What follows belongs to an exercise in optimizing a design on an open flow for small area, a short achievable clock period and few clock cycles per item; a production flow would make more cautious choices.
RTL that was checked went through simulation tests only; none was proved equivalent to the original.
No functional check of the RTL was part of run 7.
Power is estimated from default activity; no workload was simulated.

==> design/flow/design.v <==
module gf_addsub_lanes #(
    parameter int               WIDTH   = 32,
    parameter logic [WIDTH-1:0] MODULUS = 32'hec940e71,
    parameter int               LANES   = 4
) (
    input  logic                     i_clk,
    input  logic                     i_rst,
    input  logic                     i_valid,
    output logic                     o_ready,
    input  logic [1:0]               i_op,
    input  logic [LANES*WIDTH-1:0]   i_a,
    input  logic [LANES*WIDTH-1:0]   i_b,
    output logic                     o_valid,
    input  logic                     i_ready,
    output logic [LANES*WIDTH-1:0]   o_out,
    output logic [LANES-1:0]         o_err
);
    localparam int PREFIX_A = 0;
    localparam int PREFIX_B = 2;
    localparam int LOGW   = 5;   
    function automatic logic [WIDTH:0] carries(input logic [WIDTH-1:0] g,
                                               input logic [WIDTH-1:0] p,
                                               input logic             cin,
                                               input int               style);
        logic [WIDTH-1:0] gg, pp, gn, pn;
        gg    = g;
        pp    = p;
        gg[0] = g[0] | (p[0] & cin);
        if (style == 0) begin
            for (int l = 0; l < LOGW; l++) begin
                gn = gg;
                pn = pp;
                for (int i = 0; i < WIDTH; i++) begin
                    if ((i >> l) & 1) begin
                        gn[i] = gg[i] | (pp[i] & gg[((i >> l) << l) - 1]);
                        pn[i] = pp[i] & pp[((i >> l) << l) - 1];
                    end
                end
                gg = gn;
                pp = pn;
            end
        end else if (style == 1) begin
            for (int l = 0; l < LOGW; l++) begin
                for (int i = 0; i < WIDTH; i++) begin
                    if (((i + 1) % (2 << l)) == 0) begin
                        gg[i] = gg[i] | (pp[i] & gg[i - (1 << l)]);
                        pp[i] = pp[i] & pp[i - (1 << l)];
                    end
                end
            end
            for (int l = LOGW - 2; l >= 0; l--) begin
                for (int i = 0; i < WIDTH; i++) begin
                    if (((i + 1) % (2 << l)) == (1 << l) && i >= (2 << l)) begin
                        gg[i] = gg[i] | (pp[i] & gg[i - (1 << l)]);
                        pp[i] = pp[i] & pp[i - (1 << l)];
                    end
                end
            end
        end else begin
            for (int l = 0; l < LOGW; l++) begin
                gn = gg;
                pn = pp;
                for (int i = 0; i < WIDTH; i++) begin
                    if (i >= (1 << l)) begin
                        gn[i] = gg[i] | (pp[i] & gg[i - (1 << l)]);
                        pn[i] = pp[i] & pp[i - (1 << l)];
                    end
                end
                gg = gn;
                pp = pn;
            end
        end
        carries = {gg, cin};
    endfunction
    logic sub_c;
    assign sub_c = i_op[0] ^ i_op[1];
    logic [LANES-1:0][WIDTH-1:0] v_c;
    logic [LANES-1:0]            co_c;
    logic [LANES-1:0]            err_c;
    for (genvar k = 0; k < LANES; k++) begin : g_front
        logic [WIDTH-1:0] a, b, xx, yy;
        logic [WIDTH:0]   c1;
        assign a = i_a[k*WIDTH +: WIDTH];
        assign b = i_b[k*WIDTH +: WIDTH];
        assign err_c[k] = (a >= MODULUS) | ((b >= MODULUS) & ~i_op[1]);
        assign xx = a ^ {WIDTH{~(i_op[0] & ~i_op[1])}};
        assign yy = ~(b | {WIDTH{i_op[1]}});
        assign c1      = carries(xx & yy, xx ^ yy, ~(i_op[0] & i_op[1]), PREFIX_A);
        assign v_c[k]  = xx ^ yy ^ c1[WIDTH-1:0];
        assign co_c[k] = c1[WIDTH] ^ ~(i_op[0] | i_op[1]);
    end
    logic [LANES-1:0][WIDTH-1:0] v_q;
    logic [LANES-1:0]            co_q;
    logic                        sub_q;
    assign o_ready = ~o_valid | i_ready;
    always_ff @(posedge i_clk) begin
        if (i_rst) begin
            o_valid <= 1'b0;
        end else if (o_ready) begin
            o_valid <= i_valid;
        end
    end
    always_ff @(posedge i_clk) begin
        if (o_ready) begin
            v_q   <= v_c;
            co_q  <= co_c;
            sub_q <= sub_c;
            o_err <= err_c;
        end
    end
    for (genvar k = 0; k < LANES; k++) begin : g_back
        logic [WIDTH-1:0] v, d;
        logic [WIDTH:0]   cw;
        logic             pick;
        assign v    = v_q[k];
        assign cw   = carries(v & MODULUS, v | MODULUS, 1'b0, PREFIX_B);
        assign d    = MODULUS ^ cw[WIDTH-1:0];
        assign pick = sub_q ? ~co_q[k] : (co_q[k] | ~cw[WIDTH]);
        assign o_out[k*WIDTH +: WIDTH] = v ^ {WIDTH{~sub_q}} ^ (d & {WIDTH{pick}});
    end
endmodule
==> design/flow/flow/run.sh <==
#!/bin/bash
# Layout flow: the standard ORFS flow (standard.sh) with these changes:
#  - the ports get plain sky130_fd_sc_hd__buf_1 buffers instead of delay cells;
#  - if flow/abc.script exists, synthesis maps the logic with that ABC script in place
#    of ORFS's speed script (everything else in the synthesis is the standard flow's own script);
#  - settings in flow/env.sh (if any) are exported before the flow runs.
# Each tool's full output goes to the ORFS logs under orfs/logs; make's own output
# goes to flow_make.log here.
set -euo pipefail
W=$(pwd)
export BUFFER_PORTS_ARGS="-buffer_cell sky130_fd_sc_hd__buf_1"
if [[ -f flow/env.sh ]]; then source flow/env.sh; fi
SYN=$W/synth_recipe.tcl
if [[ -f flow/abc.script ]]; then
  cat > $W/flow_synth.tcl <<EOT
proc abc {args} {
  set i [lsearch -exact \$args -script]
  if {\$i >= 0} { lset args [expr {\$i + 1}] $W/flow/abc.script }
  yosys abc {*}\$args
}
source $W/synth_recipe.tcl
EOT
  SYN=$W/flow_synth.tcl
fi
sed "s#SYNTH_SCRIPT=$W/synth_recipe.tcl#SYNTH_SCRIPT=$SYN#" standard.sh > flow_standard.sh
bash flow_standard.sh > flow_make.log 2>&1
==> design/flow/flow/abc.script <==
&get -n
&st
&syn2
&dch
&nf
&put
buffer -c
topo
stime -c
upsize -c
dnsize -c
==> design/flow/flow/env.sh <==
export REMOVE_ABC_BUFFERS=1
==> design/flow/standard.sh <==
#!/bin/bash
# synth_recipe.tcl (not shown) runs the flow's synth.tcl, then flattens the netlist and writes it again
# the make line also repeats each setting of config.mk as NAME=value (left out here)
make -C /OpenROAD-flow-scripts/flow DESIGN_CONFIG=/design/flow/config.mk WORK_HOME=/design/flow/orfs CLKGATE_MAP_FILE= SYNTH_SCRIPT=/design/flow/synth_recipe.tcl "${@:-finish}"
==> design/flow/config.mk <==
export PLATFORM = sky130hd
export DESIGN_NAME = gf_addsub_lanes
export DESIGN_NICKNAME = gf_addsub_lanes
export VERILOG_FILES = /design/flow/design.v
export SDC_FILE = /design/flow/constraint.sdc
export NUM_CORES = 4
export LEC_CHECK = 0
export CAP_MARGIN = 20
export CORE_MARGIN = 2
export CORE_UTILIZATION = 40
export CTS_BUF_LIST = sky130_fd_sc_hd__clkbuf_8
export GPL_TIMING_DRIVEN = 0
export SETUP_SLACK_MARGIN = 1.1
export SLEW_MARGIN = 20
==> design/flow/constraint.sdc <==
create_clock -name core_clock -period 5.5 [get_ports {i_clk}]
set_input_delay 1.1000 -clock core_clock [delete_from_list [all_inputs] [get_ports {i_clk}]]
set_output_delay 1.1000 -clock core_clock [all_outputs]
set_load 0.01 [all_outputs]
==> results of run 1 <==
sequential cells by signal, summed over array words and instances (netlist names):
signal   count
v_q        128
o_err        4
co_q         4
sub_q        1
o_valid      1
metal layers:
metal | up-vias | routed length, um | GRT usage
met4 | 0 | 1400 | 0.0918
met1 | 6364 | 17900 | 0.251
li1 | 6806 | - | -
met3 | 68 | 2160 | 0.0349
met2 | 335 | 21500 | 0.371
met5 | - | 0 | 0
worst max path at each step:
stage                             startpoint                 end  slack [ns]  cells past startpoint
after floorplan                      i_op[1]  v_q[113]$_DFFE_PP_       -3.33                     13
after global placement               i_op[1]  v_q[123]$_DFFE_PP_       -8.00                     15
after detailed placement             i_op[1]   v_q[87]$_DFFE_PP_       -0.72                     19
after CTS                 v_q[100]$_DFFE_PP_          o_out[106]        1.09                     11
after global routing      v_q[100]$_DFFE_PP_          o_out[112]        1.05                     11
final                                i_op[1]   v_q[92]$_DFFE_PP_        1.17                     19
layout by cell type (no fill, tap or decap), drive strengths merged, types with 6 or more instances in the layout:
cell	instances
xor2	89
a41oi	11
nor4	24
a31oi	30
a21oi	85
or2	13
nand3	81
o21a	10
xnor2	398
nor3	20
diode	7
a21o	51
inv	31
nand2b	7
buf	454
and3	6
nand4	38
a211oi	11
edfxtp	137
ha	123
o21ai	58
clkinv	8
fa	24
o211ai	17
clkbuf	21
a31o	8
nor2	224
nand2	82
worst max-delay path, stage by stage:
cell	delay [ns]
buf_12	0.13
buf_12	0.14
inv_1	0.10
ha_4	0.19
buf_16	0.15
buf_16	0.14
xor2_4	0.15
fa_1	0.18
inv_1	0.05
fa_2	0.35
a21o_1	0.16
a21o_1	0.22
a31o_4	0.28
a31oi_4	0.27
nor4_4	0.08
o211ai_1	0.29
nand3_1	0.20
buf_4	0.18
xor2_1	0.13
logic make-up (layout without fill, tap and decap cells):
logic type               count (synthesis)  after routing  synth area share
AND/OR/NAND/NOR                        520            520             0.160
buffers and inverters                   82            525            0.0218
adder cells (fa/ha/maj)                147            147             0.133
other                                    0              7                 0
flip-flops                             138            138             0.272
AO/OA/AOI/OAI                          301            303             0.132
XOR/XNOR                               487            487             0.281
where the power goes:
group          internal (uW)  leakage (uW)  switching, uW  total, uW
registers               1530       0.00143            314       1850
logic                   1600       0.00543           2120       3730
clock network            485      0.000201            425        910
what timing repair did:
action | in CTS | in global routing
setup buffers | 16 | 29
gates cloned | 5 | 1
pin swaps | 12 | 27
resized for setup | 38 | 41
setup endpoints to repair | 159 | 118
metrics by stage:
step / utilization / hold slack (ns) / instances
after floorplan: - / 1.17 / 1624
after global placement: 0.456 / 1.25 / 2530
after detailed placement: 0.465 / 1.01 / 2548
after CTS: 0.489 / 0.735 / 2601
after global routing: 0.500 / 0.753 / 2638
final: 0.500 / 0.779 / 2638
cell type report:
class	instances	area share
Clock inverter	15	0.00967
Tap cell	511	0.0341
Timing Repair Buffer	462	0.126
Inverter	31	0.00620
Clock buffer	17	0.0125
Multi-Input combinational cell	1457	0.590
Sequential cell	138	0.220
Antenna cell	7	0.000934
==> reports/qor.csv, run 1 <==
stage;metric;value;unit
floorplanning;Die Ht;199;um
yosys;number of flops mapped to enable cells by yosys;137;
sta;RSZ-0062 raised after global routing;yes;
yosys;ys async rst share;0;
routing;ANT nets after route;0;
power_and_ir_drop;pwr/cell area;346;nW/um2
sta;fin worst setup slack;1.17;ns
sta;maximum clock rate;231;MHz
global_route;GRT Total Usage;0.210;
routing;Vias/cell;5.15;
critical_path;Worst Path Max Fanout;16;
critical_path;worst flop-to-flop path startpoint;o_valid$_SDFFE_PP0P_;
critical_path;startpoint types;input pin;
yosys;largest cells by area after synthesis;edfxtp_1 (27%), xnor2_1 (23%), ha_1 (10%), nor2_1 (5.5%), xor2_1 (5.1%);
routing;final WL;42900;um
yosys;cell taking the most area after synthesis;edfxtp_1;
critical_path;WP data arrival;4.54;ns
yosys;Synth top area share;0.271;
sta;final slew viol count;0;
final_layout;fin nets;2516;
final_layout;area grow syn2layout;23.6;%
sta;post-layout min period;4.33;ns
routing;Vias;13600;
sta;Final setup viols;0;
yosys;top-count cell post-synth;xnor2_1;
worst_hold_path;hold path cells;2;
final_layout;final instance area;18800;um2
yosys;Ys Warns;1;
clock_tree;clock sinks;138;
clock_tree;CTS hold repair buffers;0;
routing;DR pass1 iterations;5;
place;dpl cell area;17400;um2
clock_tree;Worst-path clk slew;0.08;ns
floorplanning;initial core utilization;0.405;
critical_path;CP Data Required Time;5.71;ns
critical_path;R2R depth;2;
place;Place WS;-0.717;ns
final_layout;Fillers;3624;
outcome;status;no timing/DRC/antenna violations;
final_layout;sequential cell area;4130;um2
sta;Final Cycle Share;0.788;
critical_path;RR Endpoint;v_q[73]$_DFFE_PP_;
global_route;largest net degree at the start of global routing;57;
yosys;Synth top cells by count;xnor2_1 (398), nor2_1 (224), edfxtp_1 (137);
global_route;vias in the first global route;13100;
power_and_ir_drop;maximum vdd drop;0.126;mV
power_and_ir_drop;overall power;6490;uW
clock_tree;CTS tree;done;
place;RePlAce Congestion;0.861;
routing;DR iter-0 viols;567;
yosys;Top FF cell, synth;edfxtp_1;
final_layout;share of layout cells above drive strength 1;0.0877;
routing;post-route DRC violation count;0;
global_route;initial antenna violation count;7;
clock_tree;H-tree depth;4;
worst_hold_path;Worst Hold End;o_valid$_SDFFE_PP0P_;
job;Max Cap Viol;0;
sta;total negative setup slack;0;ns
yosys;#FFs+latches synth;138;
clock_tree;total CTS buffers;17;
critical_path;kind of critical path;input pin to flip-flop;
critical_path;crit path capture type;flip-flop;
sta;Hold Vio Cnt, Final;0;
routing;DR WL/cell;16.3;um
yosys;count of different cell masters after synthesis;61;
final_layout;Multi-input gate area;11100;um2
worst_hold_path;min-delay worst type;input pin to flip-flop;
sta;Worst-Margin Slew;0.686;ns
place;post-DP HPWL;34500;um
global_route;global-route wire length before repair;65000;um
yosys;sequential share of the synthesized area;0.272;
yosys;mapped cell area;15200;um2
floorplanning;IO Pins;396;
yosys;Synth Area per Inst;9.06;um2
clock_tree;CTS Root Cell;clkbuf_8;
global_route;global route total overflow;0;
floorplanning;Row Count;71;
floorplanning;die width;199;um
power_and_ir_drop;Lkg Pwr;0.00706;uW
floorplanning;die area;39500;um2
worst_hold_path;min-delay src;i_rst;
sta;normalized max-slew margin;0.538;
sta;Worst Clk Skew;0.0112;ns
floorplanning;core area;37500;um2
clock_tree;clock buffer depth;2;
clock_tree;clk latency of the worst-skew pair;0.46;ns
yosys;Cells after Synth;1675;
critical_path;Reg2Reg Setup Slack;4.00;ns
place;IO Port Bufs;395;
Testbench counts, summed over its fixed seeds: cycles 12,008, items 12,000.
==> run 2: changes to the inputs <==
--- a/design/flow/config.mk
+++ b/design/flow/config.mk
@@ -11,3 +11,3 @@
 export CTS_BUF_LIST = sky130_fd_sc_hd__clkbuf_8
-export GPL_TIMING_DRIVEN = 0
+export GPL_TIMING_DRIVEN = 1
 export SETUP_SLACK_MARGIN = 1.1
==> reports/qor.csv, run 2 <==
stage;metric;value;unit
outcome;status;no timing/DRC/antenna violations;
critical_path;RR Endpoint;v_q[69]$_DFFE_PP_;
place;post-DP HPWL;35100;um
place;RePlAce Congestion;0.860;
clock_tree;Worst-path clk slew;0.08;ns
floorplanning;Row Count;71;
critical_path;Reg2Reg Setup Slack;3.82;ns
sta;final slew viol count;0;
routing;DR pass1 iterations;4;
clock_tree;clk latency of the worst-skew pair;0.47;ns
clock_tree;clock sinks;138;
final_layout;commonest cells after routing, fill and taps aside;xnor2_1 (398), buf_1 (391), nor2_1 (222);
place;Inst Count DP;2546;
clock_tree;H-tree depth;4;
sta;post-layout min period;4.28;ns
power_and_ir_drop;Lkg Pwr;0.00681;uW
final_layout;most common cell after layout, fill and taps aside;xnor2_1;
yosys;largest cells by area after synthesis;edfxtp_1 (27%), xnor2_1 (23%), ha_1 (10%), nor2_1 (5.5%), xor2_1 (5.1%);
sta;maximum clock rate;234;MHz
routing;Vias/cell;5.14;
critical_path;startpoint types;input pin;
sta;normalized max-slew margin;0.311;
critical_path;Worst Path Max Fanout;10;
yosys;Ys Warns;1;
yosys;top-count cell post-synth;xnor2_1;
sta;total negative setup slack;0;ns
final_layout;Largest register FFs;128;
final_layout;final instance area;18200;um2
yosys;mapped cell area;15200;um2
clock_tree;total CTS buffers;17;
yosys;Cells after Synth;1675;
global_route;global route total overflow;0;
floorplanning;Die Ht;199;um
floorplanning;IO Pins;396;
sta;Worst-Margin Slew;1.03;ns
critical_path;WP data arrival;4.50;ns
power_and_ir_drop;maximum vdd drop;0.138;mV
sta;Worst Clk Skew;0.00919;ns
final_layout;Layout Cells excl Fill;2623;
final_layout;fin nets;2499;
place;IO Port Bufs;395;
clock_tree;CTS Root Cell;clkbuf_8;
yosys;Synth Area per Inst;9.06;um2
worst_hold_path;min-delay worst type;input pin to flip-flop;
final_layout;area grow syn2layout;20.0;%
sta;Hold Vio Cnt, Final;0;
global_route;vias in the first global route;12900;
global_route;GRT Total Usage;0.210;
floorplanning;core area;37500;um2
routing;DR iter-0 viols;614;
yosys;cell taking the most area after synthesis;edfxtp_1;
final_layout;Largest regs;v_q x128, co_q x4, o_err x4;
sta;Final Cycle Share;0.779;
routing;final WL;42900;um
routing;Vias;13500;
yosys;count of different cell masters after synthesis;61;
final_layout;share of layout cells above drive strength 1;0.0728;
routing;DR WL/cell;16.4;um
clock_tree;CTS hold repair buffers;0;
floorplanning;initial core utilization;0.405;
yosys;Synth top cells by count;xnor2_1 (398), nor2_1 (224), edfxtp_1 (137);
routing;ANT nets after route;0;
power_and_ir_drop;pwr/cell area;352;nW/um2
floorplanning;die area;39500;um2
yosys;#FFs+latches synth;138;
critical_path;crit path to;v_q[49]$_DFFE_PP_;
sta;RSZ-0062 raised after global routing;yes;
sta;Final setup viols;0;
floorplanning;die width;199;um
critical_path;Worst Setup SP;i_op[1];
yosys;Top FF cell, synth;edfxtp_1;
yosys;Synth top area share;0.271;
critical_path;crit path capture type;flip-flop;
final_layout;Biggest register;v_q;
job;Max Cap Viol;0;
yosys;ys async rst share;0;
critical_path;R2R depth;2;
global_route;global-route wire length before repair;65300;um
global_route;initial antenna violation count;8;
critical_path;CP Data Required Time;5.71;ns
yosys;number of flops mapped to enable cells by yosys;137;
yosys;sequential share of the synthesized area;0.272;
clock_tree;clock buffer depth;2;
critical_path;kind of critical path;input pin to flip-flop;
place;dpl cell area;17200;um2
clock_tree;CTS tree;done;
routing;post-route DRC violation count;0;
global_route;largest net degree at the start of global routing;84;
critical_path;worst flop-to-flop path startpoint;o_valid$_SDFFE_PP0P_;
[run 2: cell counts after synthesis]
No cell type changed its count.
[run 2: worst min path at each step]
| stage | from | end | cells past startpoint | slack (ns) |
|---|---|---|---|---|
| finish | i_rst | o_valid$_SDFFE_PP0P_ | 2 | 0.79 |
| global route | i_rst | o_valid$_SDFFE_PP0P_ | 2 | 0.76 |
| CTS | i_rst | o_valid$_SDFFE_PP0P_ | 2 | 0.74 |
| detailed placement | o_valid$_SDFFE_PP0P_ | o_err[1]$_DFFE_PP_ | 2 | 1.12 |
| global placement | o_valid$_SDFFE_PP0P_ | o_valid$_SDFFE_PP0P_ | 3 | 1.09 |
| floorplan | i_rst | o_valid$_SDFFE_PP0P_ | 1 | 1.17 |
[run 2: area by class of cell]
class | count | area (um2)
Clock buffer | 17 | 234
Inverter | 31 | 116
Multi-Input combinational cell | 1457 | 11000
Sequential cell | 138 | 4130
Timing Repair Buffer | 445 | 1930
Antenna cell | 9 | 22.5
Fill cell | 3660 | 19300
Clock inverter | 15 | 159
Tap cell | 511 | 639
[run 2: power breakdown]
group	switching, uW	internal [uW]
clock network	427	439
registers	314	1530
logic	2120	1580
total	2860	3550
[run 2: metal layers]
metal	track usage	routed length, um	vias to the layer above
met1	0.269	18800	6323
met4	0.0730	1210	0
li1	-	-	6771
met5	0	0	-
met3	0.0287	1780	57
met2	0.362	21100	327
[run 2: worst max-delay path, stage by stage]
cell      delay [ns]
clkbuf_4        0.19
inv_1           0.14
ha_4            0.22
xor2_1          0.24
fa_2            0.26
inv_1           0.05
fa_1            0.39
a21o_1          0.17
a21o_1          0.20
a31o_2          0.29
a31oi_4         0.25
nor4_2          0.10
or2_2           0.34
fa_1            0.38
xor2_1          0.15
[run 2: cell families (layout without fill, tap and decap cells)]
family          Yosys count  after routing  share of synthesized area
xor+xnor                487            487                      0.281
compound gates          301            303                      0.132
other cells               0              9                          0
flops                   138            138                      0.272
fa+ha+maj               147            147                      0.133
buf+inv                  82            508                     0.0218
simple gates            520            520                      0.160
[run 2: stage by stage]
step / total power, uW / setup WS [ns] / hold slack [ns] / utilization
2_1_floorplan: 4220 / -3.33 / 1.17 / -
3_3_place_gp: 5350 / 0.467 / 1.09 / 0.460
3_5_place_dp: 5390 / 0.391 / 1.12 / 0.460
4_1_cts: 6300 / 1.10 / 0.743 / 0.473
5_1_grt: 6890 / 1.03 / 0.763 / 0.486
6_report: 6410 / 1.22 / 0.786 / 0.486
[run 2: repair_timing]
action,in CTS,in global routing
gates cloned,0,3
setup buffers,3,30
setup endpoints to repair,91,145
pin swaps,3,18
resized for setup,14,46
==> run 3: changes to the inputs <==
--- a/design/flow/config.mk
+++ b/design/flow/config.mk
@@ -12,3 +12,3 @@
 export GPL_TIMING_DRIVEN = 1
-export SETUP_SLACK_MARGIN = 1.1
+export SETUP_SLACK_MARGIN = 1.2
 export SLEW_MARGIN = 20
removed: design/flow/flow/abc.script
==> reports/qor.csv, run 3 <==
stage;metric;value;unit
yosys;ys async rst share;0;
sta;Final Cycle Share;0.782;
critical_path;WP data arrival;3.20;ns
clock_tree;clock sinks;138;
floorplanning;IO Pins;396;
clock_tree;CTS tree;done;
power_and_ir_drop;Sw Share;0.438;
critical_path;worst flop-to-flop path startpoint;o_valid$_SDFFE_PP0P_;
final_layout;share of layout cells above drive strength 1;0.0932;
critical_path;crit-path cells;and4_4 > o311a_4 > o41a_1 > a211o_1 > nand4_1 > nand2_2 > o21bai_4 > buf_12 > buf_16 > mux2i_2 > xor2_1 > buf_2;
critical_path;R2R depth;2;
sta;Hold Vio Cnt, Final;0;
clock_tree;clk latency of the worst-skew pair;0.48;ns
final_layout;fin nets;2541;
critical_path;Slowest-stage cell, CP;edfxtp_1;
sta;RSZ-0062 raised after global routing;yes;
global_route;global route total overflow;0;
yosys;#FFs+latches synth;138;
clock_tree;clock buffer depth;2;
place;IO Port Bufs;395;
floorplanning;core area;37600;um2
outcome;status;no timing/DRC/antenna violations;
global_route;initial antenna violation count;7;
job;Max Cap Viol;0;
yosys;largest cells by area after synthesis;edfxtp_1 (27%), xnor2_1 (19%), ha_1 (10%), nor2_1 (6.4%), xor2_1 (6.3%);
sta;Worst Clk Skew;0.0118;ns
clock_tree;Worst-path clk slew;0.08;ns
global_route;global-route wire length before repair;68300;um
yosys;Synth Area per Inst;8.95;um2
power_and_ir_drop;Flop pwr share;0.290;
floorplanning;Die Ht;199;um
clock_tree;CTS hold repair buffers;0;
routing;DR iter-0 viols;750;
floorplanning;die area;39700;um2
clock_tree;H-tree depth;4;
final_layout;final instance area;18500;um2
critical_path;CP Data Required Time;4.40;ns
sta;final slew viol count;0;
critical_path;Reg2Reg Setup Slack;3.94;ns
place;RePlAce Congestion;0.903;
routing;final WL;45400;um
final_layout;Largest register FFs;128;
floorplanning;die width;199;um
yosys;sequential share of the synthesized area;0.271;
final_layout;most common cell after layout, fill and taps aside;buf_1;
power_and_ir_drop;switching power;2720;uW
critical_path;kind of critical path;flip-flop to primary output;
power_and_ir_drop;maximum vdd drop;0.141;mV
yosys;Synth top cells by count;xnor2_1 (337), nor2_1 (258), edfxtp_1 (137);
yosys;Ys Warns;1;
power_and_ir_drop;internal power;3490;uW
yosys;mapped cell area;15200;um2
critical_path;RR Endpoint;v_q[101]$_DFFE_PP_;
final_layout;Largest regs;v_q x128, co_q x4, o_err x4;
place;post-DP HPWL;36800;um
yosys;number of flops mapped to enable cells by yosys;137;
routing;Vias;13800;
yosys;Top FF cell, synth;edfxtp_1;
sta;maximum clock rate;232;MHz
yosys;top-count cell post-synth;xnor2_1;
global_route;GRT Total Usage;0.223;
clock_tree;total CTS buffers;17;
critical_path;largest stage delay on the critical path;0.41;ns
sta;normalized max-slew margin;0.459;
yosys;Synth top area share;0.270;
routing;DR WL/cell;17.0;um
global_route;largest net degree at the start of global routing;137;
sta;fin worst setup slack;1.20;ns
routing;DR pass1 iterations;5;
place;dpl cell area;17300;um2
sta;Final setup viols;0;
worst_hold_path;min-delay src;o_valid$_SDFFE_PP0P_;
sta;Worst-Margin Slew;0.812;ns
critical_path;startpoint types;flip-flop;
clock_tree;CTS Root Cell;clkbuf_8;
place;Place WS;0.296;ns
floorplanning;Row Count;71;
final_layout;area grow syn2layout;21.7;%
power_and_ir_drop;Lkg Pwr;0.00723;uW
power_and_ir_drop;Comb power frac;0.580;
final_layout;commonest cells after routing, fill and taps aside;buf_1 (357), xnor2_1 (333), nor2_1 (254);
routing;post-route DRC violation count;0;
yosys;Cells after Synth;1702;
worst_hold_path;min-delay worst type;flip-flop to flip-flop;
worst_hold_path;Worst Hold End;v_q[47]$_DFFE_PP_;
power_and_ir_drop;clock share of power;0.130;
final_layout;Biggest register;v_q;
critical_path;crit path capture type;primary output;
routing;ANT nets after route;0;
critical_path;Worst Path Max Fanout;6;
routing;Vias/cell;5.16;
floorplanning;initial core utilization;0.405;
yosys;cell taking the most area after synthesis;edfxtp_1;
worst_hold_path;hold path cells;1;
yosys;count of different cell masters after synthesis;65;
global_route;vias in the first global route;13200;
sta;post-layout min period;4.30;ns
power_and_ir_drop;pwr/cell area;335;nW/um2
## run 3: changes by cell type in the layout (fill, tap and decap cells not counted), sizes merged, moves of 18 or more
cell	before	now
a21o	51	31
nand4	38	20
a31oi	30	10
xor2	89	110
nand3	81	58
nor2	224	258
xnor2	398	337
mux2i	0	25
## run 3: cells by family (layout without fill, tap and decap cells)
group | Yosys count | after routing | synth area share
flops | 138 | 138 | 0.271
fa+ha+maj | 147 | 147 | 0.133
xor+xnor | 447 | 447 | 0.257
buf+inv | 90 | 532 | 0.0233
simple gates | 559 | 559 | 0.169
compound gates | 296 | 297 | 0.130
other cells | 0 | 7 | 0
mux | 25 | 25 | 0.0164
## run 3: final cells by class
type	instances	area, um2
sequential	138	4130
clock inverter	15	135
clock buffer	17	234
antenna	7	17.5
inverter	42	161
fill	3652	19000
tap	511	639
timing repair buffer	458	2180
multi-input combinational	1475	11000
## run 3: worst max-delay path by stage
stage / start / end / slack (ns) / cells after the start
final: v_q[2]$_DFFE_PP_ / o_out[3] / 1.20 / 12
after global routing: v_q[2]$_DFFE_PP_ / o_out[3] / 1.03 / 12
after CTS: v_q[2]$_DFFE_PP_ / o_out[8] / 1.08 / 11
after detailed placement: i_op[0] / co_q[1]$_DFFE_PP_ / 0.30 / 14
after global placement: i_op[0] / co_q[1]$_DFFE_PP_ / 0.45 / 14
after floorplan: i_op[1] / v_q[90]$_DFFE_PP_ / -3.07 / 15
## run 3: timing repair
item | 4_1_cts | 5_1_grt
resized for setup | 63 | 60
endpoints found under the setup margin | 105 | 88
pin swaps | 16 | 26
hold endpoints to repair | 0 | 0
buffers inserted | 26 | 19
cloned | 2 | 0
## run 3: worst max-delay path: cells and delay by family (launching register included)
kind	cells	cell delay, ns
AND/OR/NAND/NOR	3	0.47
AO/OA/AOI/OAI	4	1.19
buffers and inverters	3	0.40
flip-flops	1	0.41
XOR/XNOR	1	0.18
multiplexers	1	0.07
## run 3: power groups by stage
stage / combinational, uW / sequential (uW) / clock, uW
after floorplan: 2260 / 1780 / 0
after global placement: 3290 / 1800 / 0
after detailed placement: 3330 / 1810 / 0
after CTS: 3500 / 1790 / 835
after global routing: 3940 / 1840 / 873
final: 3600 / 1800 / 809
## run 3: metal layers
| layer | wire (um) | GRT usage | vias to the layer above |
|---|---|---|---|
| met3 | 2070 | 0.0316 | 47 |
| li1 | - | - | 6880 |
| met1 | 19700 | 0.282 | 6472 |
| met4 | 877 | 0.0746 | 2 |
| met5 | 13 | 0 | - |
| met2 | 22700 | 0.390 | 351 |
## run 3: per-stage QoR
stage	power (uW)	utilization	setup TNS [ns]	hold slack (ns)	cells
after floorplan	4030	-	-380.55	1.17	1654
after global placement	5090	0.461	0	0.627	2577
after detailed placement	5140	0.461	0	0.628	2577
after CTS	6130	0.483	0	0.649	2637
after global routing	6650	0.493	0	0.659	2661
final	6210	0.493	0	0.646	2663
==> run 4: changes to the inputs <==
--- a/design/flow/config.mk
+++ b/design/flow/config.mk
@@ -12,3 +12,3 @@
 export GPL_TIMING_DRIVEN = 1
-export SETUP_SLACK_MARGIN = 1.2
+export SETUP_SLACK_MARGIN = 1.0
 export SLEW_MARGIN = 20
==> reports/qor.csv, run 4 <==
stage;metric;value;unit
final_layout;sequential cell area;4130;um2
yosys;Synth top area share;0.270;
critical_path;largest stage delay on the critical path;0.46;ns
critical_path;crit path capture type;primary output;
final_layout;share of layout cells above drive strength 1;0.0543;
place;IO Port Bufs;395;
critical_path;Slowest-stage cell, CP;o41a_1;
sta;Final setup viols;0;
routing;Vias/cell;5.17;
global_route;GRT Total Usage;0.221;
job;Max Cap Viol;0;
outcome;status;no timing/DRC/antenna violations;
clock_tree;total CTS buffers;17;
routing;DR iter-0 viols;683;
worst_hold_path;min-delay src;o_valid$_SDFFE_PP0P_;
place;RePlAce Congestion;0.903;
final_layout;Largest regs;v_q x128, co_q x4, o_err x4;
clock_tree;CTS tree;done;
yosys;#FFs+latches synth;138;
critical_path;Worst Path Max Fanout;6;
global_route;global route total overflow;0;
yosys;count of different cell masters after synthesis;65;
floorplanning;die area;39700;um2
critical_path;worst flop-to-flop path startpoint;o_valid$_SDFFE_PP0P_;
yosys;Synth Area per Inst;8.95;um2
critical_path;startpoint types;flip-flop;
yosys;Top FF cell, synth;edfxtp_1;
final_layout;Largest register FFs;128;
global_route;vias in the first global route;13100;
final_layout;Layout Cells excl Fill;2635;
routing;final WL;44400;um
sta;post-layout min period;4.43;ns
place;post-DP HPWL;36800;um
power_and_ir_drop;Lkg Pwr;0.00695;uW
yosys;ys async rst share;0;
final_layout;area grow syn2layout;18.2;%
critical_path;Worst Setup SP;v_q[1]$_DFFE_PP_;
yosys;Ys Warns;1;
place;Place WS;0.296;ns
sta;fin worst setup slack;1.07;ns
final_layout;most common cell after layout, fill and taps aside;buf_1;
yosys;Synth top cells by count;xnor2_1 (337), nor2_1 (258), edfxtp_1 (137);
sta;Final Cycle Share;0.805;
clock_tree;clock sinks;138;
final_layout;Biggest register;v_q;
routing;Vias;13600;
floorplanning;die width;199;um
sta;Worst-Margin Slew;0.812;ns
clock_tree;CTS Root Cell;clkbuf_8;
global_route;initial antenna violation count;7;
sta;RSZ-0062 raised after global routing;yes;
final_layout;fin nets;2513;
yosys;mapped cell area;15200;um2
sta;final slew viol count;0;
global_route;largest net degree at the start of global routing;137;
sta;maximum clock rate;226;MHz
floorplanning;core area;37600;um2
routing;DR pass1 iterations;5;
clock_tree;H-tree depth;4;
sta;Worst Clk Skew;0.0145;ns
yosys;number of flops mapped to enable cells by yosys;137;
place;Inst Count DP;2577;
critical_path;WP data arrival;3.33;ns
clock_tree;clk latency of the worst-skew pair;0.49;ns
sta;Hold Vio Cnt, Final;0;
power_and_ir_drop;maximum vdd drop;0.142;mV
final_layout;Multi-input gate area;10800;um2
sta;total negative setup slack;0;ns
floorplanning;Row Count;71;
yosys;Cells after Synth;1702;
floorplanning;Die Ht;199;um
sta;normalized max-slew margin;0.459;
power_and_ir_drop;pwr/cell area;333;nW/um2
final_layout;Fillers;3693;
critical_path;CP Data Required Time;4.40;ns
power_and_ir_drop;overall power;6000;uW
worst_hold_path;min-delay worst type;flip-flop to flip-flop;
yosys;largest cells by area after synthesis;edfxtp_1 (27%), xnor2_1 (19%), ha_1 (10%), nor2_1 (6.4%), xor2_1 (6.3%);
critical_path;kind of critical path;flip-flop to primary output;
critical_path;crit-path cells;and4_4 > o311a_4 > o41a_1 > a211o_1 > nand4_1 > nand2_2 > o21bai_4 > buf_4 > mux2i_1 > xor2_1 > clkbuf_2;
routing;DR WL/cell;16.9;um
final_layout;commonest cells after routing, fill and taps aside;buf_1 (381), xnor2_1 (337), nor2_1 (255);
global_route;global-route wire length before repair;67600;um
floorplanning;IO Pins;396;
floorplanning;initial core utilization;0.405;
yosys;cell taking the most area after synthesis;edfxtp_1;
routing;ANT nets after route;0;
yosys;top-count cell post-synth;xnor2_1;
clock_tree;Worst-path clk slew;0.08;ns
yosys;sequential share of the synthesized area;0.271;
clock_tree;clock buffer depth;2;
routing;post-route DRC violation count;0;
clock_tree;CTS hold repair buffers;0;
[run 4: cell types whose count changed in the layout (fill, tap and decap cells not counted), sizes merged]
cell,before,now
buf,454,420
clkbuf,21,27
inv,42,43
clkinvlp,3,2
[run 4: path summary, 6_finish.rpt]
| check | depth (start not counted) | slack (ns) | endpoint |
|---|---|---|---|
| hold reg to reg | 1 | 0.64 | v_q[48]$_DFFE_PP_ |
| setup reg to reg | 2 | 3.94 | v_q[101]$_DFFE_PP_ |
| hold / removal | 1 | 0.64 | v_q[48]$_DFFE_PP_ |
| setup / recovery | 11 | 1.07 | o_out[4] |
[run 4: report_power, final]
part / total, uW / switching, uW / internal, uW / leakage, uW
clock network: 809 / 416 / 393 / 0.000193
registers: 1800 / 276 / 1520 / 0.00143
logic: 3400 / 1960 / 1440 / 0.00533
[run 4: metal layers]
layer  track usage  wire length, um  vias to the layer above  share of wire
met2         0.383            21900                      335           0.49
met3        0.0311             2010                       53          0.045
met4        0.0735              944                        2          0.021
li1              -                -                     6814              -
met1         0.282            19500                     6407           0.44
met5             0               13                        -        0.00029
[run 4: per-stage QoR]
| step | cell area (um2) | utilization | hold slack (ns) |
|---|---|---|---|
| floorplan | 15000 | - | 1.17 |
| global placement | 17300 | 0.461 | 0.627 |
| detailed placement | 17300 | 0.461 | 0.628 |
| CTS | 17800 | 0.475 | 0.649 |
| global route | 18000 | 0.479 | 0.659 |
| finish | 18000 | 0.479 | 0.642 |
[run 4: logic make-up after synthesis]
| group | count (synthesis) | share of synthesized area |
|---|---|---|
| buffers and inverters | 90 | 0.0233 |
| and+or+nand+nor | 559 | 0.169 |
| xor gates and xnor gates | 447 | 0.257 |
| adders and majority gates | 147 | 0.133 |
| AOI/OAI and AO/OA | 296 | 0.130 |
| muxes | 25 | 0.0164 |
| DFF | 138 | 0.271 |
[run 4: area by class of cell]
type | instances | share of cell area
clock buffers | 17 | 0.0130
repair buffers | 430 | 0.102
inverters | 42 | 0.00876
multi-input cells | 1475 | 0.602
flip-flops and latches | 138 | 0.230
diodes | 7 | 0.000973
well taps | 511 | 0.0355
clock inverters | 15 | 0.00751
[run 4: repair_timing]
| action | 4_1_cts | 5_1_grt |
|---|---|---|
| resized for setup | 9 | 35 |
| setup endpoints to repair | 48 | 65 |
| pin swaps | 6 | 9 |
| cloned | 1 | 0 |
| buffers inserted | 10 | 8 |
[run 4: worst max-delay path: cells and delay by family, from the launching register on]
family | cells | cell delay (ns)
AOI/OAI and AO/OA | 4 | 1.34
and+or+nand+nor | 3 | 0.50
DFF | 1 | 0.41
buffers and inverters | 2 | 0.34
xor gates and xnor gates | 1 | 0.17
muxes | 1 | 0.08
==> run 5: changes to the inputs <==
--- a/design/flow/config.mk
+++ b/design/flow/config.mk
@@ -9,6 +9,6 @@
 export CORE_MARGIN = 2
-export CORE_UTILIZATION = 40
+export CORE_UTILIZATION = 50
 export CTS_BUF_LIST = sky130_fd_sc_hd__clkbuf_8
 export GPL_TIMING_DRIVEN = 1
-export SETUP_SLACK_MARGIN = 1.0
+export SETUP_SLACK_MARGIN = 1.1
 export SLEW_MARGIN = 20
==> reports/qor.csv, run 5 <==
stage;metric;value;unit
floorplanning;Die Ht;179;um
sta;post-layout min period;4.43;ns
yosys;Ys Warns;1;
routing;Vias/cell;5.42;
clock_tree;H-tree depth;4;
yosys;top-count cell post-synth;xnor2_1;
yosys;Synth Area per Inst;8.95;um2
floorplanning;die width;179;um
clock_tree;CTS Root Cell;clkbuf_8;
routing;DR iter-0 viols;551;
routing;ANT nets after route;0;
routing;Vias;13600;
final_layout;Largest register FFs;128;
power_and_ir_drop;Lkg Pwr;0.00708;uW
power_and_ir_drop;maximum vdd drop;0.143;mV
yosys;cell taking the most area after synthesis;edfxtp_1;
final_layout;share of layout cells above drive strength 1;0.0714;
sta;Worst Clk Skew;0.0151;ns
sta;fin worst setup slack;1.07;ns
yosys;#FFs+latches synth;138;
global_route;global route total overflow;0;
critical_path;worst flop-to-flop path startpoint;o_valid$_SDFFE_PP0P_;
routing;post-route DRC violation count;0;
global_route;largest net degree at the start of global routing;136;
yosys;Cells after Synth;1702;
sta;Final setup viols;0;
final_layout;Biggest register;v_q;
global_route;global-route wire length before repair;63600;um
sta;normalized max-slew margin;0.323;
clock_tree;CTS tree;done;
sta;WHS;0.795;ns
final_layout;Largest regs;v_q x128, co_q x4, o_err x4;
final_layout;area grow syn2layout;19.2;%
critical_path;WP data arrival;3.33;ns
routing;DR pass1 iterations;5;
job;Max Cap Viol;0;
critical_path;CP Data Required Time;4.40;ns
sta;RSZ-0062 raised after global routing;yes;
yosys;ys async rst share;0;
clock_tree;Worst-path clk slew;0.09;ns
critical_path;kind of critical path;flip-flop to primary output;
yosys;largest cells by area after synthesis;edfxtp_1 (27%), xnor2_1 (19%), ha_1 (10%), nor2_1 (6.4%), xor2_1 (6.3%);
place;RePlAce Congestion;0.913;
sta;maximum clock rate;226;MHz
final_layout;commonest cells after routing, fill and taps aside;buf_1 (367), xnor2_1 (333), nor2_1 (255);
floorplanning;core area;29800;um2
critical_path;RR Endpoint;v_q[92]$_DFFE_PP_;
critical_path;startpoint types;flip-flop;
global_route;GRT Total Usage;0.256;
yosys;Synth top cells by count;xnor2_1 (337), nor2_1 (258), edfxtp_1 (137);
routing;final WL;42600;um
worst_hold_path;hold path cells;2;
sta;Worst-Margin Slew;1.02;ns
critical_path;Worst Path Max Fanout;7;
place;IO Port Bufs;395;
critical_path;crit path capture type;primary output;
outcome;status;no timing/DRC/antenna violations;
yosys;mapped cell area;15200;um2
worst_hold_path;min-delay src;i_rst;
final_layout;final instance area;18200;um2
global_route;vias in the first global route;12800;
worst_hold_path;Worst Hold End;o_valid$_SDFFE_PP0P_;
critical_path;Reg2Reg Setup Slack;3.15;ns
power_and_ir_drop;pwr/cell area;339;nW/um2
place;dpl cell area;17200;um2
yosys;count of different cell masters after synthesis;65;
floorplanning;die area;31900;um2
yosys;Synth top area share;0.270;
worst_hold_path;min-delay worst type;input pin to flip-flop;
routing;DR WL/cell;17.0;um
place;post-DP HPWL;33800;um
floorplanning;initial core utilization;0.511;
critical_path;R2R depth;2;
yosys;Top FF cell, synth;edfxtp_1;
final_layout;fin nets;2512;
global_route;initial antenna violation count;1;
clock_tree;total CTS buffers;17;
yosys;number of flops mapped to enable cells by yosys;137;
clock_tree;clk latency of the worst-skew pair;0.45;ns
final_layout;most common cell after layout, fill and taps aside;buf_1;
clock_tree;clock buffer depth;2;
yosys;sequential share of the synthesized area;0.271;
floorplanning;Row Count;63;
sta;Final Cycle Share;0.806;
clock_tree;clock sinks;138;
sta;final slew viol count;0;
floorplanning;IO Pins;396;
sta;Hold Vio Cnt, Final;0;
place;Place WS;0.519;ns
[run 5: critical path: stages, from the launching register on]
cell and delay [ns]:
edfxtp_1 0.44, and4_4 0.22, o311a_4 0.36, o41a_1 0.36, a211o_1 0.35, nand4_1 0.19
nand2_4 0.12, o21bai_4 0.22, buf_12 0.18, mux2i_4 0.07, xor2_1 0.21, buf_2 0.16
[run 5: repair_timing]
item / CTS / global route
resized for setup: 40 / 51
endpoints found under the setup margin: 58 / 86
buffers inserted: 10 / 7
cloned: 1 / 4
pin swaps: 10 / 17
hold buffers: 0 / 0
[run 5: cell families (layout without fill, tap and decap cells)]
| family | after synthesis | count (layout) | synth area share |
|---|---|---|---|
| DFF | 138 | 138 | 0.271 |
| AOI/OAI and AO/OA | 296 | 297 | 0.130 |
| muxes | 25 | 25 | 0.0164 |
| other | 0 | 2 | 0 |
| xor gates and xnor gates | 447 | 447 | 0.257 |
| buffers and inverters | 90 | 503 | 0.0233 |
| adders and majority gates | 147 | 147 | 0.133 |
| and+or+nand+nor | 559 | 559 | 0.169 |
[run 5: per-layer routing]
metal	wire length, um	GRT usage	vias up
met5	0	0	-
met4	1630	0.114	0
met3	2170	0.0292	80
met2	20400	0.436	411
met1	18500	0.326	6307
li1	-	-	6800
[run 5: per-stage QoR]
step | power [uW] | setup TNS, ns | utilization | instances
after floorplan | 4030 | -380.55 | - | 1654
after global placement | 5090 | 0 | 0.576 | 2452
after detailed placement | 5120 | 0 | 0.576 | 2452
after CTS | 6070 | 0 | 0.597 | 2495
after global routing | 6600 | 0 | 0.609 | 2506
final | 6150 | 0 | 0.609 | 2508
[run 5: area by class of cell]
type | instances | area (um2)
fillers | 2724 | 11600
multi-input cells | 1475 | 11000
flip-flops and latches | 138 | 4130
repair buffers | 429 | 1970
well taps | 390 | 488
clock buffers | 17 | 234
clock inverters | 15 | 166
inverters | 42 | 158
diodes | 2 | 5.00
[run 5: how the worst max path moves through the flow]
stage | start | to | slack (ns) | cells after the start
after global placement | i_op[1] | co_q[3]$_DFFE_PP_ | 0.58 | 16
after global routing | v_q[1]$_DFFE_PP_ | o_out[5] | 0.93 | 11
after CTS | v_q[1]$_DFFE_PP_ | o_out[25] | 0.97 | 10
after detailed placement | i_op[1] | co_q[3]$_DFFE_PP_ | 0.52 | 16
final | v_q[1]$_DFFE_PP_ | o_out[1] | 1.07 | 11
after floorplan | i_op[1] | v_q[90]$_DFFE_PP_ | -3.07 | 15
[run 5: power breakdown]
part	internal (uW)	leakage, uW	total [uW]	switching, uW
logic	1500	0.00545	3510	2000
clock network	412	0.000205	856	445
registers	1520	0.00143	1790	271
==> run 6: changes to the inputs <==
--- a/design/flow/config.mk
+++ b/design/flow/config.mk
@@ -9,3 +9,3 @@
 export CORE_MARGIN = 2
-export CORE_UTILIZATION = 50
+export CORE_UTILIZATION = 40
 export CTS_BUF_LIST = sky130_fd_sc_hd__clkbuf_8
==> reports/qor.csv, run 6 <==
stage;metric;value;unit
sta;normalized max-slew margin;0.462;
clock_tree;clock buffer depth;2;
power_and_ir_drop;Lkg Pwr;0.00700;uW
yosys;cell taking the most area after synthesis;edfxtp_1;
routing;Vias;13700;
clock_tree;H-tree depth;4;
routing;DR iter-0 viols;702;
final_layout;Largest regs;v_q x128, co_q x4, o_err x4;
yosys;Top FF cell, synth;edfxtp_1;
clock_tree;CTS Root Cell;clkbuf_8;
critical_path;CP Data Required Time;4.40;ns
routing;final WL;44600;um
sta;post-layout min period;4.34;ns
sta;final slew viol count;0;
worst_hold_path;min-delay worst type;flip-flop to flip-flop;
place;Place WS;0.296;ns
final_layout;Biggest register;v_q;
yosys;count of different cell masters after synthesis;65;
critical_path;R2R depth;2;
yosys;top-count cell post-synth;xnor2_1;
clock_tree;clock sinks;138;
sta;Hold Vio Cnt, Final;0;
critical_path;Worst Path Max Fanout;6;
global_route;largest net degree at the start of global routing;137;
critical_path;Slowest-stage cell, CP;edfxtp_1;
final_layout;Fillers;3694;
floorplanning;core area;37600;um2
sta;maximum clock rate;230;MHz
place;Inst Count DP;2577;
final_layout;Largest register FFs;128;
worst_hold_path;hold path cells;1;
yosys;Synth Area per Inst;8.95;um2
sta;Final Cycle Share;0.790;
sta;Worst Clk Skew;0.0137;ns
yosys;Synth top area share;0.270;
final_layout;Finished Core Util;0.481;
power_and_ir_drop;pwr/cell area;334;nW/um2
global_route;global-route wire length before repair;67700;um
routing;Vias/cell;5.18;
clock_tree;CTS tree;done;
final_layout;area grow syn2layout;18.7;%
final_layout;share of layout cells above drive strength 1;0.0613;
clock_tree;clk latency of the worst-skew pair;0.48;ns
yosys;mapped cell area;15200;um2
floorplanning;Die Ht;199;um
floorplanning;IO Pins;396;
global_route;global route total overflow;0;
yosys;sequential share of the synthesized area;0.271;
critical_path;kind of critical path;flip-flop to primary output;
place;post-DP HPWL;36800;um
final_layout;fin nets;2516;
sta;RSZ-0062 raised after global routing;yes;
yosys;#FFs+latches synth;138;
floorplanning;die width;199;um
job;Max Cap Viol;0;
floorplanning;Row Count;71;
yosys;number of flops mapped to enable cells by yosys;137;
yosys;Ys Warns;1;
critical_path;WP data arrival;3.24;ns
global_route;initial antenna violation count;7;
routing;DR WL/cell;16.9;um
place;IO Port Bufs;395;
routing;DR pass1 iterations;5;
yosys;Synth top cells by count;xnor2_1 (337), nor2_1 (258), edfxtp_1 (137);
final_layout;commonest cells after routing, fill and taps aside;buf_1 (376), xnor2_1 (336), nor2_1 (255);
sta;Final setup viols;0;
floorplanning;initial core utilization;0.405;
clock_tree;CTS hold repair buffers;0;
critical_path;crit-path cells;and4_4 > o311a_4 > o41a_1 > a211o_1 > nand4_1 > nand2_2 > o21bai_4 > buf_4 > mux2i_1 > xor2_1 > clkbuf_2;
sta;Worst-Margin Slew;0.807;ns
critical_path;crit path capture type;primary output;
global_route;vias in the first global route;13100;
clock_tree;total CTS buffers;17;
place;RePlAce Congestion;0.903;
routing;ANT nets after route;0;
final_layout;Layout Cells excl Fill;2638;
floorplanning;die area;39700;um2
global_route;GRT Total Usage;0.221;
final_layout;most common cell after layout, fill and taps aside;buf_1;
power_and_ir_drop;maximum vdd drop;0.140;mV
sta;fin worst setup slack;1.16;ns
yosys;Cells after Synth;1702;
critical_path;startpoint types;flip-flop;
routing;post-route DRC violation count;0;
yosys;largest cells by area after synthesis;edfxtp_1 (27%), xnor2_1 (19%), ha_1 (10%), nor2_1 (6.4%), xor2_1 (6.3%);
yosys;ys async rst share;0;
clock_tree;Worst-path clk slew;0.08;ns
outcome;status;no timing/DRC/antenna violations;
critical_path;largest stage delay on the critical path;0.41;ns
## run 6: cell count changes in the layout (fill, tap and decap cells not counted), sizes merged
cell      delta
clkbuf       +8
clkinv       +1
buf          -4
clkinvlp     +2
inv          -3
diode        +5
## run 6: metal layers
metal | track usage | share of wire | vias to the layer above
met4 | 0.0735 | 0.021 | 2
li1 | - | - | 6819
met2 | 0.383 | 0.49 | 362
met5 | 0 | 0.00029 | -
met1 | 0.282 | 0.44 | 6436
met3 | 0.0311 | 0.044 | 55
## run 6: cell type report
type	count	area, um2	area share
multi-input combinational	1475	10900	0.602
sequential	138	4130	0.229
timing repair buffer	433	1870	0.104
tap	511	639	0.0354
clock buffer	17	234	0.0129
inverter	42	158	0.00872
clock inverter	15	135	0.00748
antenna	7	17.5	0.000969
## run 6: per-stage QoR
| stage | hold slack [ns] | area [um2] | power (uW) | setup TNS [ns] |
|---|---|---|---|---|
| after global placement | 0.627 | 17300 | 5090 | 0 |
| after floorplan | 1.17 | 15000 | 4030 | -380.55 |
| after global routing | 0.659 | 18100 | 6490 | 0 |
| after CTS | 0.649 | 17900 | 6030 | 0 |
| after detailed placement | 0.628 | 17300 | 5140 | 0 |
| final | 0.642 | 18100 | 6040 | 0 |
## run 6: path summary, 6_finish.rpt
| path | start | to | slack (ns) |
|---|---|---|---|
| worst max-delay path | v_q[1]$_DFFE_PP_ | o_out[4] | 1.16 |
| worst min-delay path | o_valid$_SDFFE_PP0P_ | v_q[47]$_DFFE_PP_ | 0.64 |
| worst max register to register | o_valid$_SDFFE_PP0P_ | v_q[101]$_DFFE_PP_ | 3.94 |
| worst min register to register | o_valid$_SDFFE_PP0P_ | v_q[47]$_DFFE_PP_ | 0.64 |
## run 6: critical path, delay by kind of cell, from the launching register on
| kind | cells | cell delay [ns] |
|---|---|---|
| AOI/OAI and AO/OA | 4 | 1.25 |
| and+or+nand+nor | 3 | 0.51 |
| DFF | 1 | 0.41 |
| buffers and inverters | 2 | 0.34 |
| xor gates and xnor gates | 1 | 0.17 |
| muxes | 1 | 0.09 |
## run 6: repair_timing
action                                  CTS  global route
endpoints found under the setup margin   80            79
pin swaps                                 8            11
cloned                                    1             0
gates resized for setup                  16            43
setup buffers                            13             8
## run 6: power by group
part | leakage [uW] | total [uW] | switching [uW] | internal (uW)
sequential | 0.00143 | 1800 | 276 | 1520
clock | 0.000193 | 810 | 416 | 393
combinational | 0.00538 | 3430 | 1970 | 1460
total | 0.00700 | 6040 | 2670 | 3370
## run 6: cells by family (layout without fill, tap and decap cells)
logic type,count (synthesis),count (layout),synth area share
compound gates,296,297,0.130
xor+xnor,447,447,0.257
fa+ha+maj,147,147,0.133
buf+inv,90,507,0.0233
flops,138,138,0.271
mux,25,25,0.0164
other cells,0,7,0
simple gates,559,559,0.169
==> run 7: changes to the inputs <==
--- a/design/flow/design.v
+++ b/design/flow/design.v
@@ -18,3 +18,3 @@
     localparam int PREFIX_A = 0;
-    localparam int PREFIX_B = 2;
+    localparam int PREFIX_B = 0;
     localparam int LOGW   = 5;   
==> reports/qor.csv, run 7 <==
stage;metric;value;unit
sta;Hold Vio Cnt, Final;0;
job;Max Cap Viol;0;
worst_hold_path;min-delay worst type;input pin to flip-flop;
final_layout;Finished Core Util;0.506;
clock_tree;CTS hold repair buffers;0;
sta;WHS;0.788;ns
routing;DR WL/cell;17.6;um
final_layout;share of layout cells above drive strength 1;0.128;
routing;Vias;14300;
critical_path;CP Data Required Time;4.40;ns
floorplanning;Die Ht;199;um
place;dpl cell area;17400;um2
sta;fin worst setup slack;0.809;ns
global_route;GRT Total Usage;0.225;
yosys;Synth top cells by count;nor2_1 (244), xnor2_1 (196), xor2_1 (138);
final_layout;Largest register FFs;128;
final_layout;sequential cell area;4130;um2
clock_tree;clock sinks;138;
yosys;ys async rst share;0;
global_route;global route total overflow;0;
final_layout;Fillers;3611;
power_and_ir_drop;Lkg Pwr;0.00778;uW
critical_path;Worst Path Max Fanout;16;
critical_path;startpoint types;flip-flop;
routing;final WL;46800;um
final_layout;final instance area;19100;um2
routing;ANT nets after route;0;
sta;Final setup viols;0;
clock_tree;CTS Root Cell;clkbuf_8;
clock_tree;clock buffer depth;2;
yosys;count of different cell masters after synthesis;75;
final_layout;Multi-input gate area;11300;um2
routing;DR pass1 iterations;4;
critical_path;WP data arrival;3.59;ns
critical_path;crit path capture type;primary output;
sta;Final Cycle Share;0.853;
yosys;cell taking the most area after synthesis;edfxtp_1;
yosys;Top FF cell, synth;edfxtp_1;
place;post-DP HPWL;36700;um
outcome;status;no timing/DRC/antenna violations;
global_route;largest net degree at the start of global routing;78;
clock_tree;CTS tree;done;
sta;RSZ-0062 raised after global routing;yes;
yosys;Synth Area per Inst;8.99;um2
final_layout;most common cell after layout, fill and taps aside;buf_1;
global_route;global-route wire length before repair;70800;um
final_layout;commonest cells after routing, fill and taps aside;buf_1 (335), nor2_1 (242), xnor2_1 (193);
place;Place WS;0.173;ns
final_layout;Largest regs;v_q x128, co_q x4, o_err x4;
final_layout;fin nets;2545;
yosys;number of flops mapped to enable cells by yosys;137;
floorplanning;die area;39800;um2
clock_tree;clk latency of the worst-skew pair;0.46;ns
yosys;#FFs+latches synth;138;
place;IO Port Bufs;395;
routing;Vias/cell;5.38;
yosys;Synth top area share;0.269;
clock_tree;H-tree depth;4;
yosys;sequential share of the synthesized area;0.271;
routing;DR iter-0 viols;673;
power_and_ir_drop;maximum vdd drop;0.140;mV
place;RePlAce Congestion;0.903;
yosys;Cells after Synth;1700;
final_layout;area grow syn2layout;24.8;%
global_route;vias in the first global route;13900;
floorplanning;initial core utilization;0.406;
clock_tree;Worst-path clk slew;0.09;ns
floorplanning;core area;37700;um2
yosys;mapped cell area;15300;um2
sta;Worst-Margin Slew;0.985;ns
sta;final slew viol count;0;
final_layout;Biggest register;v_q;
yosys;largest cells by area after synthesis;edfxtp_1 (27%), xnor2_1 (11%), ha_1 (10%), xor2_1 (7.9%), nor2_1 (6.0%);
sta;total negative setup slack;0;ns
yosys;top-count cell post-synth;nor2_1;
clock_tree;total CTS buffers;17;
sta;Worst Clk Skew;0.0129;ns
power_and_ir_drop;pwr/cell area;327;nW/um2
sta;maximum clock rate;213;MHz
critical_path;kind of critical path;flip-flop to primary output;
sta;post-layout min period;4.69;ns
floorplanning;die width;199;um
routing;post-route DRC violation count;0;
global_route;initial antenna violation count;4;
floorplanning;Row Count;71;
sta;normalized max-slew margin;0.337;
floorplanning;IO Pins;396;
yosys;Ys Warns;1;
-- run 7: logic make-up after synthesis --
family,share of synthesized area
mux,0.0571
fa+ha+maj,0.132
simple gates,0.166
flops,0.271
compound gates,0.153
buf+inv,0.0293
xor+xnor,0.191
-- run 7: repair_timing --
action | 4_1_cts | 5_1_grt
gates resized for setup | 96 | 124
setup endpoints to repair | 149 | 144
pin swaps | 30 | 44
cloned | 4 | 4
buffers inserted | 31 | 15
-- run 7: worst max-delay path: stages (launching register included) --
cell and delay (ns):
edfxtp_1 0.43, a41o_4 0.30, o311ai_4 0.28, a21oi_4 0.12
a221o_1 0.36, a32o_2 0.25, or3_4 0.37, a31oi_4 0.26
buf_12 0.18, mux2i_1 0.09, xor2_1 0.29, buf_2 0.19
-- run 7: routing by layer --
metal / share of wire / vias up / GRT usage / wire length (um)
met1: 0.44 / 6860 / 0.287 / 20500
li1: - / 7005 / - / -
met3: 0.048 / 67 / 0.0346 / 2260
met2: 0.49 / 396 / 0.392 / 22700
met4: 0.027 / 2 / 0.0716 / 1250
met5: 0.00028 / - / 0 / 13
-- run 7: worst paths after layout --
kind	start	to	slack [ns]	cells after the start
setup reg to reg	o_valid$_SDFFE_PP0P_	v_q[39]$_DFFE_PP_	3.85	2
setup / recovery	v_q[0]$_DFFE_PP_	o_out[2]	0.81	11
hold reg to reg	o_valid$_SDFFE_PP0P_	v_q[100]$_DFFE_PP_	0.88	1
hold / removal	i_rst	o_valid$_SDFFE_PP0P_	0.79	2
-- run 7: cell type report --
class | instances | area share
Clock buffer | 17 | 0.0123
Clock inverter | 15 | 0.00709
Inverter | 47 | 0.00925
Multi-Input combinational cell | 1454 | 0.592
Antenna cell | 3 | 0.000394
Timing Repair Buffer | 478 | 0.128
Sequential cell | 138 | 0.217
Tap cell | 511 | 0.0335
-- run 7: power breakdown --
group / switching [uW] / leakage [uW] / internal [uW]
clock network: 435 / 0.000183 / 393
registers: 317 / 0.00143 / 1520
logic: 2000 / 0.00617 / 1580
total: 2750 / 0.00778 / 3490
-- run 7: stage by stage --
| stage | cells | total power [uW] |
|---|---|---|
| global placement | 2574 | 4850 |
| detailed placement | 2574 | 4910 |
| floorplan | 1638 | 3840 |
| CTS | 2641 | 6020 |
| global route | 2660 | 6690 |
| finish | 2663 | 6240 |
==> run 8: changes to the inputs <==
--- a/design/flow/design.v
+++ b/design/flow/design.v
@@ -18,3 +18,3 @@
     localparam int PREFIX_A = 0;
-    localparam int PREFIX_B = 0;
+    localparam int PREFIX_B = 2;
     localparam int LOGW   = 5;   
--- a/design/flow/config.mk
+++ b/design/flow/config.mk
@@ -14 +14,2 @@
 export SLEW_MARGIN = 20
+export TNS_END_PERCENT = 20
==> reports/qor.csv, run 8 <==
stage;metric;value;unit
yosys;number of flops mapped to enable cells by yosys;137;
sta;normalized max-slew margin;0.465;
routing;DR pass1 iterations;5;
final_layout;Largest regs;v_q x128, co_q x4, o_err x4;
clock_tree;clk latency of the worst-skew pair;0.49;ns
global_route;met3 GRT Util;0.0311;
yosys;largest family of logic cells by synthesized area;XOR/XNOR gates;
yosys;largest cells by area after synthesis;edfxtp_1 (27%), xnor2_1 (19%), ha_1 (10%), nor2_1 (6.4%), xor2_1 (6.3%);
yosys;count of different cell masters after synthesis;65;
final_layout;Fillers;3700;
sta;fin worst setup slack;1.12;ns
yosys;top-count cell post-synth;xnor2_1;
yosys;Synth Area in Adders;0.133;
routing;final WL;44600;um
final_layout;commonest cells after routing, fill and taps aside;buf_1 (386), xnor2_1 (336), nor2_1 (255);
floorplanning;die width;199;um
routing;Vias/cell;5.19;
yosys;mux cell area share after synthesis;0.0164;
global_route;GRT Total Usage;0.221;
floorplanning;core area;37600;um2
job;Max Cap Viol;0;
routing;post-route DRC violation count;0;
floorplanning;Die Ht;199;um
place;RePlAce Congestion;0.903;
final_layout;share of layout cells above drive strength 1;0.0543;
yosys;Ys Warns;1;
clock_tree;CTS Root Cell;clkbuf_8;
power_and_ir_drop;Lkg Pwr;0.00695;uW
global_route;initial antenna violation count;7;
global_route;met1 Use GR;0.282;
sta;Worst Clk Skew;0.0124;ns
floorplanning;die area;39700;um2
sta;Hold Vio Cnt, Final;0;
clock_tree;Worst-path clk slew;0.08;ns
yosys;sequential share of the synthesized area;0.271;
yosys;Synth top cells by count;xnor2_1 (337), nor2_1 (258), edfxtp_1 (137);
clock_tree;clock buffer depth;2;
floorplanning;IO Pins;396;
yosys;mapped cell area;15200;um2
routing;DR iter-0 viols;722;
yosys;Cells after Synth;1702;
critical_path;worst flop-to-flop path startpoint;o_valid$_SDFFE_PP0P_;
yosys;Synth top area share;0.270;
worst_hold_path;min-delay worst type;flip-flop to flip-flop;
global_route;grt met2 use;0.383;
yosys;Synth Area per Inst;8.95;um2
global_route;global-route wire length before repair;67600;um
worst_hold_path;min-delay src;o_valid$_SDFFE_PP0P_;
sta;RSZ-0062 raised after global routing;yes;
yosys;ys async rst share;0;
sta;maximum clock rate;228;MHz
global_route;vias in the first global route;13100;
critical_path;CP Data Required Time;4.40;ns
floorplanning;initial core utilization;0.405;
sta;Worst-Margin Slew;0.803;ns
critical_path;WP data arrival;3.28;ns
routing;DR WL/cell;16.9;um
place;Place WS;0.296;ns
critical_path;kind of critical path;flip-flop to primary output;
clock_tree;H-tree depth;4;
critical_path;Worst Setup SP;v_q[1]$_DFFE_PP_;
place;post-DP HPWL;36800;um
clock_tree;clock sinks;138;
power_and_ir_drop;overall power;6020;uW
critical_path;crit path capture type;primary output;
sta;final slew viol count;0;
floorplanning;Row Count;71;
place;IO Port Bufs;395;
global_route;largest net degree at the start of global routing;137;
final_layout;Largest register FFs;128;
critical_path;Worst Path Max Fanout;6;
global_route;Top Usage Layer GRT;met2;
final_layout;Biggest register;v_q;
global_route;global route total overflow;0;
yosys;xor-xnor portion of the synthesized cell area;0.257;
sta;post-layout min period;4.38;ns
final_layout;fin nets;2513;
final_layout;area grow syn2layout;18.3;%
final_layout;most common cell after layout, fill and taps aside;buf_1;
yosys;Post-Synth Simple-Gate Area;0.169;
yosys;compound-gate portion of the synthesized area;0.130;
critical_path;Reg2Reg Setup Slack;3.94;ns
yosys;cell taking the most area after synthesis;edfxtp_1;
sta;Final setup viols;0;
sta;Final Cycle Share;0.797;
yosys;Top FF cell, synth;edfxtp_1;
clock_tree;CTS tree;done;
power_and_ir_drop;maximum vdd drop;0.143;mV
critical_path;startpoint types;flip-flop;
clock_tree;total CTS buffers;17;
clock_tree;CTS hold repair buffers;0;
routing;Vias;13700;
yosys;#FFs+latches synth;138;
routing;ANT nets after route;0;
outcome;status;no timing/DRC/antenna violations;
power_and_ir_drop;pwr/cell area;334;nW/um2
==> run 8: cell families (layout without fill, tap and decap cells) <==
kind of cell / Yosys count / after routing
simple gates: 559 / 559
xor+xnor: 447 / 447
compound gates: 296 / 297
fa+ha+maj: 147 / 147
flops: 138 / 138
buf+inv: 90 / 504
mux: 25 / 25
other cells: 0 / 7
==> run 8: power breakdown <==
group	leakage (uW)	internal [uW]	switching, uW
Combinational	0.00533	1440	1970
Clock	0.000193	393	418
Sequential	0.00143	1520	277
Total	0.00695	3350	2660
==> run 8: layout make-up <==
class | count | area, um2 | area share
antenna | 7 | 17.5 | 0.000972
tap | 511 | 639 | 0.0355
timing repair buffer | 430 | 1830 | 0.101
clock buffer | 17 | 234 | 0.0130
clock inverter | 15 | 135 | 0.00750
multi-input combinational | 1475 | 10900 | 0.604
inverter | 42 | 158 | 0.00875
sequential | 138 | 4130 | 0.229
==> run 8: critical path, cell delays in order (launching register included) <==
cell and delay (ns):
edfxtp_1 0.41, and4_4 0.23, o311a_4 0.39, o41a_1 0.35, a211o_1 0.33, nand4_1 0.13
nand2_2 0.14, o21bai_4 0.18, clkbuf_4 0.21, mux2i_1 0.09, xor2_1 0.17, buf_1 0.17
==> run 8: final timing paths <==
| check | end | cells after the start |
|---|---|---|
| setup / recovery | o_out[4] | 11 |
| hold / removal | v_q[48]$_DFFE_PP_ | 1 |
| setup reg to reg | v_q[101]$_DFFE_PP_ | 2 |
| hold reg to reg | v_q[48]$_DFFE_PP_ | 1 |
==> run 8: repair_timing <==
action                                  4_1_cts  5_1_grt
pin swaps                                     8        6
cloned                                        1        0
setup buffers                                13        5
endpoints found under the setup margin       80      119
resized for setup                             9       31
==> run 8: layer usage <==
metal  routed length, um  share of wire  up-vias
met5                  13        0.00029        -
met4                 987          0.022        2
met3                2080          0.047       56
met2               22000           0.49      370
met1               19500           0.44     6423
li1                    -              -     6818
==> run 8: per-stage QoR <==
stage	TNS [ns]	hold WS (ns)	area (um2)	instances	util
4_1_cts	0	0.649	17900	2623	0.475
5_1_grt	0	0.659	18000	2633	0.479
3_5_place_dp	0	0.628	17300	2577	0.461
2_1_floorplan	-380.55	1.17	15000	1654	-
3_3_place_gp	0	0.627	17300	2577	0.461
6_report	0	0.642	18000	2635	0.480
Testbench counts of run 8, summed over its fixed seeds: cycles 12,008, items 12,000.

==> afterwards: timing with drivers on the ports <==
In the flow no input, the clock included, has a driving cell. The finished layouts below were timed again as built, in two steps. Step 1 sets driving cells, clkbuf_16 on the clock port and buf_2 on the other inputs (assumed; they add their load-dependent delay and slew). Step 2 times the ports against the registers' clock, not the clock port: input delays grow and output delays shrink by t, the midpoint of the rising clock arrivals with the driver on. a / b / c = ideal ports / drivers / drivers and shift; a / b = the first two.
run | t, ns | setup WS [ns] | slew at the worst register clock pin (ns) | worst data-port slew with drivers (ns)
run 1 | 0.504 | 1.168 / 1.158 / 0.657 | 0.09 / 0.09 | 0.11
run 2 | 0.503 | 1.218 / 1.214 / 0.736 | 0.09 / 0.09 | 0.10
run 3 | 0.517 | 1.199 / 1.154 / 0.785 | 0.09 / 0.09 | 0.12
run 4 | 0.520 | 1.070 / 1.025 / 0.672 | 0.09 / 0.09 | 0.12
run 5 | 0.486 | 1.067 / 1.026 / 0.776 | 0.10 / 0.10 | 0.07
run 6 | 0.516 | 1.156 / 1.111 / 0.676 | 0.09 / 0.09 | 0.12
run 7 | 0.506 | 0.809 / 0.761 / 0.760 | 0.10 / 0.10 | 0.09
run 8 | 0.521 | 1.117 / 1.073 / 0.685 | 0.09 / 0.09 | 0.11
After both steps setup and hold are still met in every run listed. For run 1, which loses most, drivers alone change the setup slack by -0.010 ns; drivers and shift together by -0.511 ns.
